What follows belongs to an exercise in optimizing a design on an open flow for small area and a short achievable clock period; a production flow would make more cautious choices.
In this exercise RTL edits were held to simulation tests only and were not proved equivalent to the original.
Power and IR drop assume default switching activity.

--- flow/design.v ---
module data_mem_inv (
    input  logic a,
    output logic y
);
    assign y = ~a;
endmodule
module data_mem_nor2 (
    input  logic a,
    input  logic b,
    output logic y
);
    assign y = ~(a | b);
endmodule
module data_mem_wen (
    input  logic sel,
    input  logic all,
    input  logic lane,
    output logic en_n
);
    assign en_n = ~((sel | all) & lane);
endmodule
module data_mem_wgate (
    input  logic d,
    input  logic clr,
    output logic w_n
);
    assign w_n = ~(d & ~clr);
endmodule
module data_mem_nor3 (
    input  logic [2:0] a,
    output logic       y
);
    assign y = ~|a;
endmodule
module data_mem_rfin (
    input  logic z0,
    input  logic z1,
    input  logic ld_n,
    input  logic hq_na,
    input  logic hq_nb,
    output logic y
);
    assign y = ~((z0 & z1 & hq_na) | (ld_n & hq_nb));
endmodule
module data_mem_nand3 (
    input  logic [2:0] a,
    output logic       y
);
    assign y = ~&a;
endmodule
module data_mem_nand4 (
    input  logic [3:0] a,
    output logic       y
);
    assign y = ~&a;
endmodule
module data_mem_slice3 (
    input  logic [2:0] en_na,
    input  logic [2:0] en_nb,
    input  logic       w_n,
    input  logic [2:0] q,
    input  logic [2:0] sel,
    output logic [2:0] y,
    output logic       r_n
);
    assign y   = (en_na & q) | (~en_nb & {3{~w_n}});
    assign r_n = ~(|(sel & q));
endmodule
module data_mem_slice4 (
    input  logic [3:0] en_na,
    input  logic [3:0] en_nb,
    input  logic       w_n,
    input  logic [3:0] q,
    input  logic [3:0] sel,
    output logic [3:0] y,
    output logic       r3_n,
    output logic       r1_n
);
    assign y    = (en_na & q) | (~en_nb & {4{~w_n}});
    assign r3_n = ~(|(sel[2:0] & q[2:0]));
    assign r1_n = ~(sel[3] & q[3]);
endmodule
module data_mem_ctrl #(
    parameter int DATA_W = 32,
    parameter int DEPTH  = 64
) (
    input  logic                clk,
    input  logic                rst_n,
    input  logic                req,
    input  logic                we,
    input  logic [31:0]         addr,
    input  logic [DATA_W-1:0]   wdata,
    input  logic [DATA_W/8-1:0] be,
    output logic                ready,
    output logic                rvalid,
    output logic [DATA_W-1:0]   rdata,
    output logic                err
);
    localparam int BW    = DATA_W / 8;
    localparam int AW    = $clog2(DEPTH);
    localparam int NG    = 20;               
    logic [AW:0]         cnt_q;
    logic                clearing;
    logic                ready_q;
    localparam int NCLR = 2 * BW;
    logic [NCLR-1:0]     clr_q;
    always_ff @(posedge clk or negedge rst_n) begin
        if (!rst_n) begin
            cnt_q   <= '0;
            ready_q <= 1'b0;
            clr_q   <= '1;
        end else begin
            if (!cnt_q[AW]) begin
                cnt_q <= cnt_q + 1'b1;
            end
            ready_q <= ready_q | (&cnt_q[AW-1:0]);
            for (int k = 0; k < NCLR; k++) begin
                clr_q[k] <= clr_q[k] & ~(&cnt_q[AW-1:0]);
            end
        end
    end
    assign ready    = ready_q;
    assign clearing = ~cnt_q[AW];
    logic                acc;
    logic                oor;
    assign acc = req & cnt_q[AW];
    assign oor = |addr[31:AW+2];
    logic [7:0]          plo_n;
    logic [7:0]          phi_n;
    logic [DEPTH-1:0]    dec [BW];
    logic [5:0]          a_n;
    for (genvar i = 0; i < 6; i++) begin : g_ainv
        data_mem_inv u_i (.a(addr[2+i]), .y(a_n[i]));
    end
    for (genvar v = 0; v < 8; v++) begin : g_pdec
        data_mem_nand3 u_lo (
            .a({v[2] ? addr[4] : a_n[2], v[1] ? addr[3] : a_n[1], v[0] ? addr[2] : a_n[0]}),
            .y(plo_n[v])
        );
        data_mem_nand3 u_hi (
            .a({v[2] ? addr[7] : a_n[5], v[1] ? addr[6] : a_n[4], v[0] ? addr[5] : a_n[3]}),
            .y(phi_n[v])
        );
    end
    for (genvar r = 0; r < DEPTH; r++) begin : g_dec
        for (genvar l = 0; l < BW; l++) begin : g_lane
            data_mem_nor2 u_n (.a(plo_n[r%8]), .b(phi_n[r/8]), .y(dec[l][r]));
        end
    end
    logic [BW-1:0]       lane_en;
    logic [BW-1:0]       en_n [DEPTH];
    assign lane_en = ({BW{acc & we & ~oor}} & be) | {BW{clearing}};
    logic [DATA_W-1:0]   wcol_n [2];
    for (genvar b = 0; b < DATA_W; b++) begin : g_wcol
        for (genvar h = 0; h < 2; h++) begin : g_half
            data_mem_wgate u_g (.d(wdata[b]), .clr(clr_q[2*(b/8) + h]), .w_n(wcol_n[h][b]));
        end
    end
    for (genvar r = 0; r < DEPTH; r++) begin : g_en
        for (genvar l = 0; l < BW; l++) begin : g_lane
            data_mem_wen u_n (
                .sel (dec[l][r]),
                .all (clr_q[2*l + r/(DEPTH/2)]),
                .lane(lane_en[l]),
                .en_n(en_n[r][l])
            );
        end
    end
    logic [DATA_W-1:0]   mem_q [DEPTH];
    logic [DATA_W-1:0]   mem_d [DEPTH];
    logic                rd_acc;
    logic                ld_n;
    logic [DATA_W-1:0]   hq_n;
    logic                rvalid_q;
    logic [DATA_W-1:0]   rdata_q;
    logic [DATA_W-1:0]   rdata_d;
    logic                err_q;
    assign rd_acc = acc & ~we;
    assign ld_n   = ~(rd_acc & ~oor);
    assign hq_n   = ~(rdata_q & {DATA_W{~rd_acc}});
    for (genvar b = 0; b < DATA_W; b++) begin : g_bit
        localparam int L = b / 8;
        logic [NG+1:0] g_n;
        logic [5:0]    x;
        logic [1:0]    z;
        for (genvar g = 0; g < NG; g++) begin : g_grp
            logic [2:0] en3_n;
            logic [2:0] q3;
            logic [2:0] y3;
            assign en3_n = {en_n[3*g+2][L], en_n[3*g+1][L], en_n[3*g][L]};
            assign q3    = {mem_q[3*g+2][b], mem_q[3*g+1][b], mem_q[3*g][b]};
            data_mem_slice3 u_s (
                .en_na(en3_n),
                .en_nb(en3_n),
                .w_n  (wcol_n[g >= NG/2][b]),
                .q    (q3),
                .sel  (dec[L][3*g +: 3]),
                .y    (y3),
                .r_n  (g_n[g])
            );
            assign mem_d[3*g][b]   = y3[0];
            assign mem_d[3*g+1][b] = y3[1];
            assign mem_d[3*g+2][b] = y3[2];
        end
        begin : g_last
            logic [3:0] en4_n;
            logic [3:0] q4;
            logic [3:0] y4;
            assign en4_n = {en_n[3*NG+3][L], en_n[3*NG+2][L], en_n[3*NG+1][L], en_n[3*NG][L]};
            assign q4    = {mem_q[3*NG+3][b], mem_q[3*NG+2][b], mem_q[3*NG+1][b], mem_q[3*NG][b]};
            data_mem_slice4 u_s (
                .en_na(en4_n),
                .en_nb(en4_n),
                .w_n  (wcol_n[1][b]),
                .q    (q4),
                .sel  (dec[L][3*NG +: 4]),
                .y    (y4),
                .r3_n (g_n[NG]),
                .r1_n (g_n[NG+1])
            );
            assign mem_d[3*NG][b]   = y4[0];
            assign mem_d[3*NG+1][b] = y4[1];
            assign mem_d[3*NG+2][b] = y4[2];
            assign mem_d[3*NG+3][b] = y4[3];
        end
        data_mem_nand4 u_x0 (.a(g_n[3:0]),   .y(x[0]));
        data_mem_nand4 u_x1 (.a(g_n[7:4]),   .y(x[1]));
        data_mem_nand4 u_x2 (.a(g_n[11:8]),  .y(x[2]));
        data_mem_nand4 u_x3 (.a(g_n[15:12]), .y(x[3]));
        data_mem_nand3 u_x4 (.a(g_n[18:16]), .y(x[4]));
        data_mem_nand3 u_x5 (.a(g_n[21:19]), .y(x[5]));
        data_mem_nor3  u_z0 (.a(x[2:0]), .y(z[0]));
        data_mem_nor3  u_z1 (.a(x[5:3]), .y(z[1]));
        data_mem_rfin  u_f (
            .z0   (z[0]),
            .z1   (z[1]),
            .ld_n (ld_n),
            .hq_na(hq_n[b]),
            .hq_nb(hq_n[b]),
            .y    (rdata_d[b])
        );
    end
    always_ff @(posedge clk) begin
        for (int r = 0; r < DEPTH; r++) begin
            mem_q[r] <= mem_d[r];
        end
    end
    always_ff @(posedge clk or negedge rst_n) begin
        if (!rst_n) begin
            rvalid_q <= 1'b0;
            rdata_q  <= '0;
            err_q    <= 1'b0;
        end else begin
            rvalid_q <= rd_acc;
            err_q    <= acc & oor;
            rdata_q  <= rdata_d;
        end
    end
    assign rvalid = rvalid_q;
    assign rdata  = rdata_q;
    assign err    = err_q;
endmodule
--- flow/flow/run.sh ---
#!/bin/bash
# The standard layout, with the port buffers made of plain buffers (instead of the delay
# cells buffer_ports picks by default) and timing repair free to resize across footprints.
set -euo pipefail
bash standard.sh \
  BUFFER_PORTS_ARGS="-buffer_cell sky130_fd_sc_hd__buf_2" \
  MATCH_CELL_FOOTPRINT=0 \
  finish > standard_flow.log 2>&1
--- flow/standard.sh ---
#!/bin/bash
# synth_recipe.tcl (not shown) runs the flow's synth.tcl, then flattens the netlist and writes it again
# the make line also repeats each setting of config.mk as NAME=value (left out here)
make -C /OpenROAD-flow-scripts/flow DESIGN_CONFIG=/design/flow/config.mk WORK_HOME=/design/flow/orfs CLKGATE_MAP_FILE= SYNTH_SCRIPT=/design/flow/synth_recipe.tcl "${@:-finish}"
--- flow/config.mk ---
export PLATFORM = sky130hd
export DESIGN_NAME = data_mem_ctrl
export DESIGN_NICKNAME = data_mem_ctrl
export VERILOG_FILES = /design/flow/design.v
export SDC_FILE = /design/flow/constraint.sdc
export NUM_CORES = 4
export LEC_CHECK = 0
export CAP_MARGIN = 20
export CORE_MARGIN = 2
export CORE_UTILIZATION = 65
export CTS_CLUSTER_DIAMETER = 90
export CTS_CLUSTER_SIZE = 30
export SETUP_SLACK_MARGIN = 1.3
export SLEW_MARGIN = 20
export SYNTH_HIERARCHICAL = 1
export SYNTH_MINIMUM_KEEP_SIZE = 0
export TNS_END_PERCENT = 30
--- flow/constraint.sdc ---
create_clock -name core_clock -period 3.5 [get_ports {clk}]
set_input_delay 0.7000 -clock core_clock [delete_from_list [all_inputs] [get_ports {clk}]]
set_output_delay 0.7000 -clock core_clock [all_outputs]
set_load 0.01 [all_outputs]
==> flow_summary.yaml, run 1 <==
logic_synthesis:
  yosys-top-cells-area: "dfxtp_1, o2bb2ai_1, a222oi_1"
  yosysTopAreaCellShare_pct: 56.68
  syn-instance-count: 5821
  yosysWarnings: 14
  synth_largest_area_cell: "dfxtp_1"
  synth_nets: 5894
  ys_seq_elements: 2098
  synth_area_per_cell_um2: 12.43
  yosysSeqAreaShare_pct: 58.42
  synth_cell_type_count: 29
  syn_area_um2: 72340
timing:
  whs_ns: 0.1472
  fmax_mhz: 418.7
  setup_viol: 0
  timing.setup.tns_ns: 0
  hold_viol: 0
  tightest_slew_ns: 1.067
  finalMaxSlewViolations: 0
  relSlewSlack_pct: 28.38
  fin_crit_ns: 2.388
  rsz0062_at_grt: "yes"
  fin_skew_ns: 0.03355
  min_period_over_period_pct: 68.24
worst_setup_path:
  path_max_fanout: 18
  cp_data_arrival_time_ns: 2.97
  reg2reg_depth: 4
  worstSetupPathType: "input port to flop"
  rrSetupSlack_ns: 1.25
  r2r-end: "mem_q[39][24]"
  cp-start-kind: "input port"
  r2r_start: "clr_q[7]"
  cp.required_ns: 4.08
  worstSetupEndpointType: "flop"
layout:
  antenna_cells: 0
  layout.filler_cells: 7660
  layout.nets: 6322
  utilization_pct: 73.78
  fin_cells: 7763
  area_delta_synth_final_pct: 12.72
  drive_gt1_share_pct: 13.96
  multiInputGateArea_um2: 31790
  final-seq-area_um2: 42280
clock_network:
  clk_pin_slew_ns: 0.12
  cts_buffers: 79
  cts_root_buffer: "clkbuf_16"
  cts_max_path_buffers: 3
  cts_tree: "built"
  cts_hold_buf: 0
  cts-htree-levels: 3
  clkLatencyLatePin_ns: 0.72
  clock_sinks: 2098
placed_design:
  dp_hpwl_mm: 126.1
  dp.cells: 7537
  gp_congestion: 0.8773
  placement.io_buffers: 104
floorplanning:
  die_h_um: 337.6
  initial_core_util_pct: 65.45
  coreArea_um2: 110500
  die_area_um2: 114000
  die_w_um: 337.6
  io_pins: 107
  rows: 122
pwr:
  p_per_area_nw_per_um2: 590.7
  ir_drop_mv: 0.4872
  power_leakage_nw: 27.74
  p_total_mw: 48.16
route:
  drt-total-wl_mm: 212.8
  ant_nets: 0
  vias: 57500
  vias_per_cell: 7.407
  initialDrtViolationCount: 7973
  post_drt_wl_per_cell_um: 27.41
  drcViolationCount: 0
  firstDrtPassIters: 10
global_route:
  grt_max_degree: 65
  grt_remaining_overflow: 0
  grt.total_usage_pct: 35.31
  antenna_found_initial: 1
  grt_pass1_vias: 52080
  grt_pass1_wl_mm: 317.9
flow_run:
  cap_viol_max_count: 0
hold_path:
  holdCritPathClass: "input port to async pin"
status:
  status: "timing/DRC/antenna clean"
==> repair_timing <==
action | CTS | global route
pin swaps | 141 | 31
buffers inserted | 70 | 13
cloned | 8 | 6
endpoints found under the setup margin | 2080 | 2043
resized for setup | 225 | 199
==> per-module statistics from Yosys (local to each module, per instance) <==
module / flip-flops and latches / cells inside / copies in the design / area (um2)
data_mem_ctrl: 2098 / 2183 / 1 / 42760
data_mem_slice4: 0 / 6 / 32 / 48.80
data_mem_slice3: 0 / 4 / 640 / 36.28
data_mem_nor3: 0 / 1 / 64 / 10.01
data_mem_rfin: 0 / 1 / 32 / 8.758
data_mem_nand4: 0 / 1 / 128 / 6.256
data_mem_wgate: 0 / 1 / 64 / 6.256
data_mem_nand3: 0 / 1 / 80 / 5.005
data_mem_wen: 0 / 1 / 256 / 5.005
data_mem_inv: 0 / 1 / 6 / 3.754
data_mem_nor2: 0 / 1 / 256 / 3.754
==> layout by cell type, fill, tap and decap left out, types with 20 or more instances in the layout <==
cell | synthesis | routed
a222oi_1 | 672 | 672
buf_4 | 1 | 165
buf_12 | 0 | 50
nand4_1 | 130 | 130
dfrtp_1 | 42 | 41
dfxtp_1 | 2048 | 2048
clkbuf_1 | 0 | 20
nor3_2 | 64 | 61
o21ai_1 | 256 | 24
nand3_1 | 88 | 71
o21ai_4 | 0 | 41
nor2_1 | 256 | 162
nand2b_1 | 67 | 64
nand2_1 | 66 | 65
o21ai_2 | 0 | 191
o2bb2ai_1 | 2048 | 2048
clkbuf_16 | 0 | 94
a32oi_1 | 32 | 32
nor2_2 | 0 | 81
buf_2 | 1 | 97
==> how the worst max path moves through the flow <==
stage                        start      endpoint  slack [ns]
after floorplan           addr[20]  mem_q[62][0]       -0.02
after global placement     addr[2]  mem_q[46][7]        0.10
after detailed placement   addr[2]  mem_q[46][4]        0.07
after CTS                 addr[13]  mem_q[7][22]        1.19
after global routing       addr[3]   rdata_q[25]        1.09
final                      addr[3]   rdata_q[25]        1.11
==> per-layer routing <==
layer	global-route usage [%]	up-vias	part of all wire [%]
met5	0	-	0
met2	53.99	2508	45
li1	-	26920	-
met1	51.56	27690	43
met3	5.891	383	8.8
met4	10.03	0	3.0
==> cells in the mapped netlist <==
library cell,n
mux2_2,1
nor3_2,64
ha_1,1
and4_1,1
a32oi_1,32
nand3_1,88
buf_2,1
nand2b_1,67
dfrtp_1,42
nor4_2,4
xnor2_1,5
or2_1,1
a21oi_1,1
and3_1,1
dfxtp_1,2048
nand2_1,66
dfstp_2,8
nor4_1,2
nor2b_1,1
nor2_1,256
o2bb2ai_1,2048
buf_4,1
o31ai_1,4
and2_1,10
o21ai_1,256
nand4_1,130
inv_1,7
a222oi_1,672
buf_6,3
==> worst max-delay path, stage by stage <==
cell        delay, ns
buf_12           0.08
clkinvlp_4       0.17
buf_6            0.18
nand3_4          0.08
buf_12           0.23
nor2_1           0.22
a222oi_1         0.55
nand4_1          0.28
nor3_2           0.31
a32oi_1          0.14
==> kinds of logic after synthesis <==
family	count (synthesis)	share of synthesized area, %
muxes	1	0.01557
xor gates and xnor gates	5	0.06054
AOI/OAI and AO/OA	3013	36.30
and+or+nand+nor	691	5.080
DFF	2098	58.42
buffers and inverters	12	0.1003
adders and majority gates	1	0.01729
==> state kept, by name (all words and copies together), names as in the netlist <==
name	count
clr_q	8
cnt_q	7
err_q	1
mem_q	2048
rdata_q	32
ready_q	1
rvalid_q	1
==> cell type report <==
class	instances	share of cell area, %
clock buffers	104	2.656
inverters	7	0.05524
repair buffers	351	4.131
multi-input cells	3712	38.99
clock inverters	3	0.03223
flip-flops and latches	2098	51.86
well taps	1488	2.283
==> per-stage QoR <==
step	instance area (um2)	setup slack [ns]
after global placement	76180	0.1043
after floorplan	72390	-0.01517
after CTS	80040	1.191
after detailed placement	76180	0.06692
final	81530	1.112
after global routing	81530	1.090
==> report_power, final <==
part | switching (mW) | internal [mW]
sequential | 2.54 | 28.5
clock | 7.14 | 4.41
combinational | 2.26 | 3.31
==> run 2: changes to the inputs <==
--- a/flow/config.mk
+++ b/flow/config.mk
@@ -11,7 +11,7 @@
 export CTS_CLUSTER_DIAMETER = 90
 export CTS_CLUSTER_SIZE = 30
-export SETUP_SLACK_MARGIN = 1.3
+export SETUP_SLACK_MARGIN = 1.25
 export SLEW_MARGIN = 20
 export SYNTH_HIERARCHICAL = 1
 export SYNTH_MINIMUM_KEEP_SIZE = 0
-export TNS_END_PERCENT = 30
+export TNS_END_PERCENT = 20
==> run 2 against run 1 <==
  * Wire length fell by 2.0%
  * Combinational power fell by 1%
  * Via count fell by 0.97%
  * Worst hold slack got worse by 0.0026 ns
  * Global-route usage fell by 0.41 points
  * Sequential power barely moved
  * Worst setup slack got worse by 0.075 ns
  * Synthesized cell count did not move
  * Largest power group unchanged
  * Area after synthesis did not move
  * Sequential share of layout area rose by 0.57 points
  * Clock-buffer cell count did not move
==> flow_summary.yaml, run 2 <==
layout:
  antenna_cells: 0
  area_delta_synth_final_pct: 11.48
  utilization_pct: 72.97
  multiInputGateArea_um2: 31360
  largest_reg_flops: 2048
  drive_gt1_share_pct: 12.55
  top_register: "mem_q"
  top_regs: "mem_q (2048), rdata_q (32), clr_q (8)"
  final_cell_mix: "o2bb2ai_1, dfxtp_1, a222oi_1"
  final-seq-area_um2: 42280
  layout.nets: 6285
  layout.filler_cells: 7790
timing:
  fmax_mhz: 406.0
  min_period_over_period_pct: 70.37
  hold_viol: 0
  tightest_slew_ns: 1.110
  relSlewSlack_pct: 25.53
  fin_skew_ns: 0.03561
  fin_crit_ns: 2.463
  rsz0062_at_grt: "yes"
  final.setup.worst_slack_ns: 1.037
  finalMaxSlewViolations: 0
  setup_viol: 0
logic_synthesis:
  synth_largest_area_cell: "dfxtp_1"
  synth_cell_type_count: 29
  yosysWarnings: 14
  synth_nets: 5894
  ys_async_sr_fraction_pct: 2.383
  synth_area_per_cell_um2: 12.43
  yosys-top-cells-area: "dfxtp_1, o2bb2ai_1, a222oi_1"
  syn-instance-count: 5821
  ys_seq_elements: 2098
  synthTopCellsByCount: "dfxtp_1, o2bb2ai_1, a222oi_1, nor2_1, o21ai_1"
  ys.flop_type: "dfxtp_1"
  yosysSeqAreaShare_pct: 58.42
  synth_edf_count: 0
  yosysTopAreaCellShare_pct: 56.68
  syn_area_um2: 72340
worst_setup_path:
  cp-start-kind: "input port"
  cp_data_arrival_time_ns: 3.05
  cp_common_cell: "buf_4"
  worst-path-buf-inv: 5
  cpLargestDelayFamily: "simple AND/OR/NAND/NOR gates"
  worstSetupStartpoint: "addr[3]"
  worstSetupEndpointType: "flop"
  slowest_delay_ns: 0.48
  rrSetupSlack_ns: 1.15
  r2r_start: "clr_q[7]"
  path_cells: "buf_6 -> clkinvlp_4 -> buf_4 -> nand3_4 -> buf_12 -> buf_4 -> nor2_1 -> a222oi_1 -> nand4_1 -> nor3_2 -> a32oi_1"
  path_max_fanout: 13
  worstSetupPathType: "input port to flop"
  critPathSlowestCell: "a222oi_1"
  cp.required_ns: 4.08
global_route:
  grt_pass1_wl_mm: 315.1
  grt.total_usage_pct: 34.90
  antenna_found_initial: 3
  grt_pass1_vias: 51850
  grt_max_degree: 65
  grt_remaining_overflow: 0
clock_network:
  clkLatencyLatePin_ns: 0.73
  cts_root_buffer: "clkbuf_16"
  cts_buffers: 79
  clock_sinks: 2098
  clk_pin_slew_ns: 0.12
  cts_max_path_buffers: 3
  cts-htree-levels: 3
  cts_tree: "built"
  cts_hold_buf: 0
route:
  drcViolationCount: 0
  ant_nets: 0
  initialDrtViolationCount: 8087
  firstDrtPassIters: 10
  post_drt_wl_per_cell_um: 26.99
  drt-total-wl_mm: 208.5
  vias: 56950
  vias_per_cell: 7.371
placed_design:
  gp_congestion: 0.8773
  placement.io_buffers: 104
  dp_hpwl_mm: 126.1
  post-place-ws_ns: 0.06692
floorplanning:
  io_pins: 107
  coreArea_um2: 110500
  rows: 122
  initial_core_util_pct: 65.45
  die_area_um2: 114000
  die_w_um: 337.6
  die_h_um: 337.6
pwr:
  p_total_mw: 48.06
  ir_drop_mv: 0.4979
  p_per_area_nw_per_um2: 596.0
  power_leakage_nw: 27.43
flow_run:
  cap_viol_max_count: 0
hold_path:
  holdCritPathClass: "input port to async pin"
status:
  status: "timing/DRC/antenna clean"
## run 2: changes by cell type in the layout (fill, tap and decap cells not counted), moves of 3 or more
| cell | delta |
|---|---|
| o21ai_2 | +3 |
| buf_12 | -10 |
| buf_4 | -16 |
| o21ai_1 | +21 |
| buf_6 | -10 |
| o21ai_4 | -24 |
| nor2_1 | +32 |
| nor2_2 | -22 |
| nor2_4 | -10 |
## run 2: Yosys stat by module, one instance, submodules excluded, excerpt
module | copies in the design | area, um2 | cells
data_mem_nor2 | 256 | 3.754 | 1
data_mem_slice3 | 640 | 36.28 | 4
data_mem_nor3 | 64 | 10.01 | 1
data_mem_slice4 | 32 | 48.80 | 6
data_mem_rfin | 32 | 8.758 | 1
data_mem_nand4 | 128 | 6.256 | 1
data_mem_nand3 | 80 | 5.005 | 1
data_mem_wen | 256 | 5.005 | 1
data_mem_wgate | 64 | 6.256 | 1
data_mem_inv | 6 | 3.754 | 1
## run 2: power breakdown
group / switching (mW) / internal (mW)
Combinational: 2.22 / 3.27
Sequential: 2.53 / 28.5
Clock: 7.13 / 4.41
Total: 11.9 / 36.2
## run 2: routing by layer
metal / part of all wire (%) / vias up / GRT usage, % / wire [um]
li1: - / 26840 / - / -
met1: 43 / 27290 / 51.19 / 90470
met2: 45 / 2435 / 53.44 / 93030
met3: 8.8 / 386 / 5.472 / 18290
met4: 3.2 / 0 / 9.778 / 6747
met5: 0 / - / 0 / 0
## run 2: what timing repair did
item | 4_1_cts | 5_1_grt
pin swaps | 117 | 3
setup buffers | 46 | 6
setup endpoints to repair | 2080 | 1687
resized for setup | 134 | 155
gates cloned | 5 | 5
## run 2: logic make-up after synthesis
kind of cell | Yosys count | synth area share (%)
DFF | 2098 | 58.42
and+or+nand+nor | 691 | 5.080
buffers and inverters | 12 | 0.1003
xor gates and xnor gates | 5 | 0.06054
muxes | 1 | 0.01557
adders and majority gates | 1 | 0.01729
AOI/OAI and AO/OA | 3013 | 36.30
## run 2: worst paths after layout
kind	endpoint	cells past startpoint
setup reg to reg	mem_q[36][24]	4
max in group asynchronous	cnt_q[2]	1
min in group core_clock	err_q	3
hold / removal	rdata_q[16]	1
setup / recovery	rdata_q[31]	11
hold reg to reg	mem_q[19][31]	1
## run 2: metrics by stage
step | cell area, um2 | instances | TNS (ns) | hold slack [ns]
CTS | 79470 | 7695 | 0 | 0.1274
finish | 80640 | 7726 | 0 | 0.1446
floorplan | 72390 | 5821 | -18.26 | 0.4044
global route | 80640 | 7726 | 0 | 0.1512
detailed placement | 76180 | 7537 | 0 | 0.4446
global placement | 76180 | 7537 | 0 | 0.4407
## run 2: area by class of cell
cell class	count	area share, %
clock buffers	104	2.686
clock inverters	3	0.03258
inverters	7	0.05120
multi-input cells	3711	38.88
flip-flops and latches	2098	52.43
well taps	1488	2.309
repair buffers	315	3.612
==> run 3: changes to the inputs <==
--- a/flow/config.mk
+++ b/flow/config.mk
@@ -11,7 +11,7 @@
 export CTS_CLUSTER_DIAMETER = 90
 export CTS_CLUSTER_SIZE = 30
-export SETUP_SLACK_MARGIN = 1.25
+export SETUP_SLACK_MARGIN = 1.15
 export SLEW_MARGIN = 20
 export SYNTH_HIERARCHICAL = 1
 export SYNTH_MINIMUM_KEEP_SIZE = 0
-export TNS_END_PERCENT = 20
+export TNS_END_PERCENT = 5
==> run 3 against run 2 <==
  * Still clean
  * Non-clock buffer count is 123 higher
  * Clock power hardly changed
  * Combinational power hardly changed
  * Critical path type unchanged
  * Critical endpoint is now rdata_q[23]
==> flow_summary.yaml, run 3 <==
floorplanning:
  io_pins: 107
  die_area_um2: 114000
  initial_core_util_pct: 65.45
  coreArea_um2: 110500
  rows: 122
  die_h_um: 337.6
  die_w_um: 337.6
logic_synthesis:
  ys.flop_type: "dfxtp_1"
  synthMuxAreaShare_pct: 0.01557
  yosys-top-cells-area: "dfxtp_1, o2bb2ai_1, a222oi_1"
  synthTopCellsByCount: "dfxtp_1, o2bb2ai_1, a222oi_1, nor2_1, o21ai_1"
  synth_nets: 5894
  synth_cell_type_count: 29
  post_synth_fa_ha_maj_area_fraction_pct: 0.01730
  synth_top_family_by_area: "compound AO/OA/AOI/OAI gates"
  ys_seq_elements: 2098
  synth_largest_area_cell: "dfxtp_1"
  synth_edf_count: 0
  synth_compound_area_share_pct: 36.30
  yosysSeqAreaShare_pct: 58.42
  synth_xor_area_share_pct: 0.06054
  syn_area_um2: 72340
  synthSimpleGateAreaFrac_pct: 5.080
  yosysWarnings: 14
  synth_area_per_cell_um2: 12.43
  syn-instance-count: 5821
  ys_async_sr_fraction_pct: 2.383
  yosysTopAreaCellShare_pct: 56.68
route:
  drt-total-wl_mm: 208.1
  vias_per_cell: 7.294
  firstDrtPassIters: 12
  drcViolationCount: 0
  ant_nets: 0
  post_drt_wl_per_cell_um: 26.49
  initialDrtViolationCount: 8808
  vias: 57300
layout:
  top_register: "mem_q"
  area_delta_synth_final_pct: 11.15
  largest_reg_flops: 2048
  layout.nets: 6408
  final_cell_mix: "dfxtp_1, o2bb2ai_1, a222oi_1"
  mostFrequentLayoutCell: "dfxtp_1"
  fin_cells: 7855
  drive_gt1_share_pct: 11.44
  top_regs: "mem_q (2048), rdata_q (32), clr_q (8)"
  finalInstanceArea_um2: 80400
global_route:
  grt_max_degree: 65
  grt_pass1_wl_mm: 317.8
  grt_pass1_vias: 52210
  grt_remaining_overflow: 0
  antenna_found_initial: 10
  grt.total_usage_pct: 35.26
timing:
  relSlewSlack_pct: 25.21
  tightest_slew_ns: 1.114
  fmax_mhz: 383.9
  timing.setup.tns_ns: 0
  setup_viol: 0
  hold_viol: 0
  min_period_over_period_pct: 74.43
  fin_crit_ns: 2.605
  whs_ns: 0.1098
  fin_skew_ns: 0.02869
  finalMaxSlewViolations: 0
  rsz0062_at_grt: "yes"
status:
  status: "timing/DRC/antenna clean"
worst_setup_path:
  cpLargestDelayFamily: "simple AND/OR/NAND/NOR gates"
  worstSetupPathType: "input port to flop"
  path_cells: "clkbuf_4 -> clkinvlp_4 -> nand3_4 -> buf_4 -> nor2_1 -> a222oi_1 -> nand4_1 -> nor3_2 -> a32oi_1"
  cp_data_arrival_time_ns: 3.18
  path_max_fanout: 9
  slowest_delay_ns: 0.62
  worstSetupEndpointType: "flop"
  critPathSlowestCell: "a222oi_1"
  cp-start-kind: "input port"
  worst-path-buf-inv: 3
  cp.required_ns: 4.08
flow_run:
  cap_viol_max_count: 0
clock_network:
  cts_max_path_buffers: 3
  cts-htree-levels: 3
  clkLatencyLatePin_ns: 0.72
  clk_pin_slew_ns: 0.12
  clock_sinks: 2098
  cts_tree: "built"
  cts_root_buffer: "clkbuf_16"
  cts_hold_buf: 0
  cts_buffers: 79
pwr:
  p_per_area_nw_per_um2: 597.5
  power_leakage_nw: 27.67
  ir_drop_mv: 0.5153
  p_total_mw: 48.04
placed_design:
  dp_hpwl_mm: 132.3
  placed_area_um2: 77410
  gp_congestion: 0.8865
  dp.cells: 7712
  placement.io_buffers: 104
hold_path:
  holdCritPathClass: "input port to async pin"
run 3: cell count changes in the layout (fill, tap and decap cells not counted), moves of 7 or more:
cell,delta
nor2_1,+57
buf_4,+153
clkbuf_16,-7
nand3_4,-7
nor2_2,-54
buf_12,-16
o21ai_1,+119
o21ai_4,-11
nand3_2,+7
o21ai_2,-108
run 3: kinds of logic (layout without fill, tap and decap cells):
kind of cell | after synthesis | count (layout)
flip-flops | 2098 | 2098
XOR/XNOR | 5 | 5
multiplexers | 1 | 1
AO/OA/AOI/OAI | 3013 | 3013
AND/OR/NAND/NOR | 691 | 691
other | 0 | 5
adder cells (fa/ha/maj) | 1 | 1
buffers and inverters | 12 | 553
run 3: metal layers:
layer	routed length [um]	GRT usage [%]	vias up
li1	-	-	27020
met1	91400	52.93	27380
met2	89160	51.17	2518
met3	20400	6.573	380
met4	7111	11.18	6
met5	41	0	-
run 3: Yosys stat by module, one instance, submodules excluded:
module / area [um2] / copies in the design / cells
data_mem_nand3: 5.005 / 80 / 1
data_mem_wen: 5.005 / 256 / 1
data_mem_nor3: 10.01 / 64 / 1
data_mem_rfin: 8.758 / 32 / 1
data_mem_nand4: 6.256 / 128 / 1
data_mem_ctrl: 42760 / 1 / 2183
data_mem_inv: 3.754 / 6 / 1
data_mem_slice4: 48.80 / 32 / 6
data_mem_wgate: 6.256 / 64 / 1
data_mem_nor2: 3.754 / 256 / 1
data_mem_slice3: 36.28 / 640 / 4
run 3: what timing repair did:
item                                    CTS  global route
endpoints found under the setup margin  544          1247
pin swaps                                19             1
resized for setup                        21            52
setup buffers                             8             4
gates cloned                              0             2
run 3: cell type report:
cell class | count | area [um2]
flip-flops and latches | 2098 | 42260
multi-input cells | 3711 | 30650
fillers | 7946 | 30120
repair buffers | 438 | 3387
clock buffers | 105 | 2170
well taps | 1488 | 1862
inverters | 7 | 33.78
clock inverters | 3 | 26.28
diodes | 5 | 12.51
run 3: final timing paths:
check | start | endpoint | slack (ns) | depth (start not counted)
worst max-delay path | addr[4] | rdata_q[23] | 0.89 | 9
worst min-delay path | rst_n | rdata_q[24] | 0.11 | 1
worst max register to register | clr_q[3] | mem_q[55][11] | 1.04 | 3
worst min register to register | mem_q[49][7] | mem_q[49][7] | 0.47 | 1
max in group asynchronous | rst_n | rdata_q[5] | 2.70 | 1
min in group core_clock | req | err_q | 0.38 | 3
run 3: where the power goes:
part	internal [mW]	switching, mW
sequential	28.5	2.55
combinational	3.24	2.21
clock	4.42	7.12
run 3: through the flow:
stage          utilization, %  worst slack [ns]
2_1_floorplan               -          -0.01517
6_report                72.75            0.8950
3_3_place_gp            70.05           0.01181
4_1_cts                 72.20             1.076
5_1_grt                 72.74            0.8610
3_5_place_dp            70.05          -0.02475
==> run 4: changes to the inputs <==
--- a/flow/config.mk
+++ b/flow/config.mk
@@ -9,9 +9,9 @@
 export CORE_MARGIN = 2
 export CORE_UTILIZATION = 65
-export CTS_CLUSTER_DIAMETER = 90
+export CTS_CLUSTER_DIAMETER = 100
 export CTS_CLUSTER_SIZE = 30
-export SETUP_SLACK_MARGIN = 1.15
+export SETUP_SLACK_MARGIN = 1.2
 export SLEW_MARGIN = 20
 export SYNTH_HIERARCHICAL = 1
 export SYNTH_MINIMUM_KEEP_SIZE = 0
-export TNS_END_PERCENT = 5
+export TNS_END_PERCENT = 10
==> run 4 against run 3 <==
  * Power shrank 0.45%
  * Clock power is essentially flat
  * Sequential share of layout area is 0.49 points higher
  * Combinational power about the same
  * Sequential cell count stayed put
  * Worst hold slack gained 0.056 ns
  * Worst setup slack improved by 0.080 ns
  * Non-clock buffer count fell by 144
  * Core utilization down 0.67 points
  * Critical endpoint is now rdata_q[8]
==> flow_summary.yaml, run 4 <==
layout:
  fin_cells: 7699
  top_register: "mem_q"
  area_delta_synth_final_pct: 10.13
  multiInputGateArea_um2: 30860
  layout.nets: 6264
  final_cell_mix: "o2bb2ai_1, dfxtp_1, a222oi_1"
  antenna_cells: 0
  largest_reg_flops: 2048
  layout.filler_cells: 7924
  top_regs: "mem_q (2048), rdata_q (32), clr_q (8)"
  final-seq-area_um2: 42270
  drive_gt1_share_pct: 10.67
global_route:
  grt_pass1_wl_mm: 313.2
  grt_max_degree: 65
  grt_remaining_overflow: 0
  grt.total_usage_pct: 34.71
  grt_pass1_vias: 51710
  antenna_found_initial: 0
route:
  ant_nets: 0
  initialDrtViolationCount: 8127
  drt-total-wl_mm: 205.9
  drcViolationCount: 0
  wl_met3_mm: 17.90
  wl_met1_mm: 89.53
  firstDrtPassIters: 14
  vias: 56730
  vias_per_cell: 7.368
  highest_layer: "met4"
  met2_wirelength_mm: 91.56
  post_drt_wl_per_cell_um: 26.74
clock_network:
  clk_pin_slew_ns: 0.11
  cts_buffers: 79
  cts_max_path_buffers: 3
  cts_tree: "built"
  clock_sinks: 2098
  cts-htree-levels: 3
  clkLatencyLatePin_ns: 0.70
  cts_root_buffer: "clkbuf_16"
  cts_hold_buf: 0
pwr:
  pwr-share-seq_pct: 64.9
  switchingPower_mw: 11.77
  p_total_mw: 47.83
  p_sw_share_pct: 24.62
  p_clk_share_pct: 23.7
  ir_drop_mv: 0.4959
  power_leakage_nw: 27.08
  p_per_area_nw_per_um2: 600.3
  p_int_mw: 36.05
  pwr-share-comb_pct: 11.4
floorplanning:
  die_area_um2: 114000
  initial_core_util_pct: 65.45
  rows: 122
  coreArea_um2: 110500
  io_pins: 107
  die_h_um: 337.6
  die_w_um: 337.6
placed_design:
  dp.cells: 7537
  gp_congestion: 0.8773
  dp_hpwl_mm: 126.1
  placement.io_buffers: 104
  post-place-ws_ns: 0.06692
worst_setup_path:
  cp-start-kind: "input port"
  worstSetupPathType: "input port to flop"
  path_max_fanout: 9
  worstSetupEndpointType: "flop"
  cp_data_arrival_time_ns: 3.08
  rrSetupSlack_ns: 1.13
  cp.required_ns: 4.06
timing:
  fmax_mhz: 396.1
  setup_viol: 0
  hold_viol: 0
  tightest_slew_ns: 1.109
  fin_skew_ns: 0.02300
  final.setup.worst_slack_ns: 0.9753
  fin_crit_ns: 2.525
  relSlewSlack_pct: 25.58
  whs_ns: 0.1658
  rsz0062_at_grt: "yes"
  finalMaxSlewViolations: 0
  min_period_over_period_pct: 72.13
  timing.setup.tns_ns: 0
logic_synthesis:
  yosysWarnings: 14
  ys_async_sr_fraction_pct: 2.383
  synth_cell_type_count: 29
  synth_area_per_cell_um2: 12.43
  synth_nets: 5894
  synth_edf_count: 0
  ys.flop_type: "dfxtp_1"
  synthTopCellsByCount: "dfxtp_1, o2bb2ai_1, a222oi_1, nor2_1, o21ai_1"
  syn_area_um2: 72340
  yosysTopAreaCellShare_pct: 56.68
  ys_seq_elements: 2098
  syn-instance-count: 5821
  synth_largest_area_cell: "dfxtp_1"
  yosysSeqAreaShare_pct: 58.42
  yosys-top-cells-area: "dfxtp_1, o2bb2ai_1, a222oi_1"
flow_run:
  cap_viol_max_count: 0
hold_path:
  holdCritPathClass: "input port to async pin"
status:
  status: "timing/DRC/antenna clean"
==> run 4: cell counts after synthesis <==
Identical to the previous run, type by type.
==> run 4: layout make-up <==
type	instances	share of cell area (%)
tap	1488	2.337
clock buffer	101	2.651
timing repair buffer	294	3.169
multi-input combinational	3711	38.73
sequential	2098	53.06
inverter	7	0.04712
==> run 4: kinds of logic after synthesis <==
family / after synthesis / share of synthesized area [%]
AOI/OAI and AO/OA: 3013 / 36.30
xor gates and xnor gates: 5 / 0.06054
adders and majority gates: 1 / 0.01729
buffers and inverters: 12 / 0.1003
DFF: 2098 / 58.42
muxes: 1 / 0.01557
and+or+nand+nor: 691 / 5.080
==> run 4: power groups by stage <==
stage	Clock [mW]	Sequential (mW)	Combinational [mW]
finish	11.3	31.0	5.45
global route	12.3	31.5	5.87
CTS	11.5	30.9	5.39
detailed placement	0	31.3	5.33
global placement	0	31.3	5.02
floorplan	0	30.7	4.15
==> run 4: path summary, 6_finish.rpt <==
kind,startpoint,end,depth (start not counted)
worst max-delay path,addr[4],rdata_q[8],11
worst min-delay path,rst_n,rdata_q[18],1
worst max register to register,clr_q[1],mem_q[38][1],2
worst min register to register,mem_q[18][5],mem_q[18][5],1
max in group asynchronous,rst_n,cnt_q[5],1
min in group core_clock,req,err_q,3
==> run 4: layer usage <==
metal / GRT usage (%) / up-vias
li1: - / 26790
met1: 51.11 / 27140
met2: 52.89 / 2421
met3: 5.174 / 386
met4: 10.23 / 0
met5: 0 / -
==> run 4: critical path, stage by stage <==
cell,delay (ns)
buf_6,0.14
clkinvlp_4,0.16
buf_4,0.17
nand3_4,0.16
buf_12,0.21
buf_12,0.13
nor2_1,0.14
a222oi_1,0.57
nand4_1,0.29
nor3_2,0.26
a32oi_1,0.13
==> run 4: metrics by stage <==
stage,utilization [%],instance area [um2]
2_1_floorplan,-,72390
3_3_place_gp,68.93,76180
3_5_place_dp,68.93,76180
4_1_cts,71.49,79010
5_1_grt,72.08,79670
6_report,72.08,79670
==> run 4: what timing repair did <==
action,in CTS,in global routing
endpoints found under the setup margin,2080,1517
pin swaps,112,1
cloned,3,1
buffers inserted,31,2
gates resized for setup,98,47
==> run 4: Yosys stat by module, one instance, submodules excluded <==
module / area [um2] / flops+latches / copies in the design / cells inside
data_mem_nor2: 3.754 / 0 / 256 / 1
data_mem_wen: 5.005 / 0 / 256 / 1
data_mem_nand3: 5.005 / 0 / 80 / 1
data_mem_wgate: 6.256 / 0 / 64 / 1
data_mem_ctrl: 42760 / 2098 / 1 / 2183
data_mem_nand4: 6.256 / 0 / 128 / 1
data_mem_inv: 3.754 / 0 / 6 / 1
data_mem_slice4: 48.80 / 0 / 32 / 6
data_mem_nor3: 10.01 / 0 / 64 / 1
data_mem_slice3: 36.28 / 0 / 640 / 4
data_mem_rfin: 8.758 / 0 / 32 / 1
==> run 5: changes to the inputs <==
--- a/flow/design.v
+++ b/flow/design.v
@@ -126,6 +126,6 @@
     assign acc = req & cnt_q[AW];
     assign oor = |addr[31:AW+2];
-    logic [7:0]          plo_n;
-    logic [7:0]          phi_n;
+    logic [7:0]          plo_n [2];
+    logic [7:0]          phi_n [2];
     logic [DEPTH-1:0]    dec [BW];
     logic [5:0]          a_n;
@@ -133,17 +133,19 @@
         data_mem_inv u_i (.a(addr[2+i]), .y(a_n[i]));
     end
-    for (genvar v = 0; v < 8; v++) begin : g_pdec
-        data_mem_nand3 u_lo (
-            .a({v[2] ? addr[4] : a_n[2], v[1] ? addr[3] : a_n[1], v[0] ? addr[2] : a_n[0]}),
-            .y(plo_n[v])
-        );
-        data_mem_nand3 u_hi (
-            .a({v[2] ? addr[7] : a_n[5], v[1] ? addr[6] : a_n[4], v[0] ? addr[5] : a_n[3]}),
-            .y(phi_n[v])
-        );
+    for (genvar c = 0; c < 2; c++) begin : g_pcopy
+        for (genvar v = 0; v < 8; v++) begin : g_pdec
+            data_mem_nand3 u_lo (
+                .a({v[2] ? addr[4] : a_n[2], v[1] ? addr[3] : a_n[1], v[0] ? addr[2] : a_n[0]}),
+                .y(plo_n[c][v])
+            );
+            data_mem_nand3 u_hi (
+                .a({v[2] ? addr[7] : a_n[5], v[1] ? addr[6] : a_n[4], v[0] ? addr[5] : a_n[3]}),
+                .y(phi_n[c][v])
+            );
+        end
     end
     for (genvar r = 0; r < DEPTH; r++) begin : g_dec
         for (genvar l = 0; l < BW; l++) begin : g_lane
-            data_mem_nor2 u_n (.a(plo_n[r%8]), .b(phi_n[r/8]), .y(dec[l][r]));
+            data_mem_nor2 u_n (.a(plo_n[l/2][r%8]), .b(phi_n[l/2][r/8]), .y(dec[l][r]));
         end
     end
--- a/flow/config.mk
+++ b/flow/config.mk
@@ -9,5 +9,5 @@
 export CORE_MARGIN = 2
 export CORE_UTILIZATION = 65
-export CTS_CLUSTER_DIAMETER = 100
+export CTS_CLUSTER_DIAMETER = 90
 export CTS_CLUSTER_SIZE = 30
 export SETUP_SLACK_MARGIN = 1.2
==> run 5 against run 4 <==
  * Area after synthesis up 0.11%
  * Global-route usage down 0.58 points
  * First-iteration DRC count down 5.6%
  * Wire length down 0.77%
  * Worst setup slack about the same
  * Critical path depth down 2
  * Sequential share of layout area up 0.19 points
==> flow_summary.yaml, run 5 <==
layout:
  utilization_pct: 71.83
  top_register: "mem_q"
  layout.nets: 6254
  layout.filler_cells: 8087
  largest_reg_flops: 2048
  final_cell_mix: "o2bb2ai_1, dfxtp_1, a222oi_1"
  drive_gt1_share_pct: 10.32
  area_delta_synth_final_pct: 9.620
  top_regs: "mem_q (2048), rdata_q (32), clr_q (8)"
  fin_cells: 7692
clock_network:
  cts-htree-levels: 3
  clkLatencyLatePin_ns: 0.71
  cts_tree: "built"
  clk_pin_slew_ns: 0.12
  clock_sinks: 2098
  cts_max_path_buffers: 3
  cts_root_buffer: "clkbuf_16"
  cts_buffers: 79
placed_design:
  gp_congestion: 0.8637
  dp_hpwl_mm: 125.9
  post-place-ws_ns: 0.1822
  dp.cells: 7536
  placement.io_buffers: 104
route:
  firstDrtPassIters: 10
  initialDrtViolationCount: 7674
  drt-total-wl_mm: 204.3
  vias: 56620
  highest_layer: "met5"
  ant_nets: 0
  drcViolationCount: 0
  wl_met3_mm: 17.78
  vias_per_cell: 7.361
  post_drt_wl_per_cell_um: 26.56
  met2_wirelength_mm: 91.49
  wl_met1_mm: 89.92
global_route:
  grt_pass1_wl_mm: 309.1
  antenna_found_initial: 3
  grt.total_usage_pct: 34.13
  grt_remaining_overflow: 0
  grt_max_degree: 65
  grt_pass1_vias: 51460
logic_synthesis:
  yosysSeqAreaShare_pct: 58.36
  yosysWarnings: 16
  synth_nets: 5910
  yosys-top-cells-area: "dfxtp_1, o2bb2ai_1, a222oi_1"
  syn-instance-count: 5837
  syn_area_um2: 72420
  ys.flop_type: "dfxtp_1"
  synth_edf_count: 0
  synthTopCellsByCount: "dfxtp_1, o2bb2ai_1, a222oi_1, nor2_1, o21ai_1"
  synth_largest_area_cell: "dfxtp_1"
  ys_seq_elements: 2098
  ys_async_sr_fraction_pct: 2.383
  yosysTopAreaCellShare_pct: 56.62
  synth_area_per_cell_um2: 12.41
  synth_cell_type_count: 29
timing:
  finalMaxSlewViolations: 0
  setup_viol: 0
  fin_skew_ns: 0.02460
  min_period_over_period_pct: 72.12
  fin_crit_ns: 2.524
  hold_viol: 0
  tightest_slew_ns: 1.107
  fmax_mhz: 396.2
  relSlewSlack_pct: 25.69
  rsz0062_at_grt: "yes"
  final.setup.worst_slack_ns: 0.9758
status:
  status: "timing/DRC/antenna clean"
pwr:
  p_per_area_nw_per_um2: 602.6
  power_leakage_nw: 26.90
  ir_drop_mv: 0.4948
flow_run:
  cap_viol_max_count: 0
floorplanning:
  initial_core_util_pct: 65.53
  die_h_um: 337.8
  rows: 122
  die_area_um2: 114100
  coreArea_um2: 110500
  io_pins: 107
  die_w_um: 337.8
worst_setup_path:
  worstSetupEndpointType: "flop"
  cp.required_ns: 4.07
  worstSetupPathType: "input port to flop"
  path_max_fanout: 16
  cp-start-kind: "input port"
  cp_data_arrival_time_ns: 3.09
hold_path:
  holdCritPathClass: "input port to async pin"
==> run 5: metal layers <==
layer  vias up  track usage (%)
met2      2376            51.91
met3       298            4.948
met4         4            9.012
met1     27210            50.90
met5         -                0
li1      26740                -
==> run 5: modules after synthesis (local to each module, per instance), excerpt <==
module | flip-flops and latches | cell area [um2]
data_mem_slice3 | 0 | 36.28
data_mem_wgate | 0 | 6.256
data_mem_nor2 | 0 | 3.754
data_mem_nand3 | 0 | 5.005
data_mem_nand4 | 0 | 6.256
data_mem_slice4 | 0 | 48.80
data_mem_rfin | 0 | 8.758
data_mem_inv | 0 | 3.754
data_mem_nor3 | 0 | 10.01
==> run 5: path summary, 6_finish.rpt <==
path                                       to  slack [ns]          start  cells after the start
worst min-delay path              rdata_q[18]        0.15          rst_n                      1
worst min register to register  mem_q[33][11]        0.47  mem_q[33][11]                      1
max in group asynchronous            cnt_q[6]        2.62          rst_n                      1
min in group core_clock         mem_q[33][11]        0.47  mem_q[33][11]                      1
worst max-delay path              rdata_q[19]        0.98        addr[7]                      9
worst max register to register  mem_q[25][31]        1.23       clr_q[6]                      3
==> run 5: report_power, final <==
group	internal (mW)	total, mW	switching (mW)
logic	3.22	5.41	2.19
registers	28.5	31.0	2.53
clock network	4.31	11.4	7.08
total	36.0	47.8	11.8
==> run 5: timing repair <==
action / 4_1_cts / 5_1_grt
endpoints found under the setup margin: 502 / 1500
hold buffers: 0 / 0
cloned: 0 / 2
gates resized for setup: 13 / 153
setup buffers: 0 / 27
pin swaps: 2 / 40
==> run 5: kinds of logic after synthesis <==
| kind of cell | Yosys count | share of synthesized area, % |
|---|---|---|
| and+or+nand+nor | 707 | 5.185 |
| DFF | 2098 | 58.36 |
| buffers and inverters | 12 | 0.1002 |
| muxes | 1 | 0.01555 |
| adders and majority gates | 1 | 0.01728 |
| xor gates and xnor gates | 5 | 0.06047 |
| AOI/OAI and AO/OA | 3013 | 36.26 |
==> run 5: through the flow <==
step                cell area (um2)  power (mW)  setup TNS [ns]  hold WS (ns)
floorplan                     72470       34.90          -18.27        0.4044
global placement              75920       36.28               0        0.4406
detailed placement            75920       36.67               0        0.4446
CTS                           78080       47.71               0        0.1534
global route                  79380       49.63               0        0.1715
finish                        79380       47.84               0        0.1457
==> run 5: final cells by class <==
type                            instances  area [um2]  share of cell area [%]
Inverter                                7       41.29                 0.05201
Multi-Input combinational cell       3727       30880                   38.90
Sequential cell                      2098       42270                   53.25
Tap cell                             1488        1862                   2.345
Timing Repair Buffer                  268        2205                   2.777
Antenna cell                            1       2.502                0.003152
Clock buffer                          103        2120                   2.670
==> run 5: worst max-delay path, stage by stage <==
cell	delay, ns
buf_4	0.15
clkinvlp_4	0.19
nand3_1	0.19
buf_12	0.20
nor2_1	0.20
a222oi_1	0.58
nand4_1	0.34
nor3_2	0.37
a32oi_1	0.15

==> separate check: timing with driven ports <==
In the flow no input, the clock included, has a driving cell. The finished layouts below were timed again as built, in two steps. Step 1 assumes that a clkbuf_16 drives the clock port and a buf_2 every other input. Step 2 times the ports against the registers' clock, not the clock port: input delays grow and output delays shrink by t, the midpoint of the rising clock arrivals with the driver on. a / b / c = no drivers / after step 1 / after step 2; a / b = the first two.
| run | t (ns) | setup slack, ns | slew at the worst register clock pin (ns) | cell pins on the clock port's net |
|---|---|---|---|---|
| run 1 | 0.788 | 1.112 / 1.122 / 0.335 | 0.12 / 0.12 | 1 |
| run 2 | 0.786 | 1.037 / 1.077 / 0.291 | 0.12 / 0.12 | 1 |
| run 3 | 0.786 | 0.895 / 0.945 / 0.159 | 0.12 / 0.12 | 1 |
| run 4 | 0.774 | 0.975 / 1.015 / 0.241 | 0.12 / 0.12 | 1 |
| run 5 | 0.778 | 0.976 / 0.894 / 0.116 | 0.12 / 0.12 | 1 |
After both steps setup and hold are still met in every run listed. The setup slack of run 5, which loses most, moves by -0.082 ns with the drivers and by -0.860 ns with both steps.
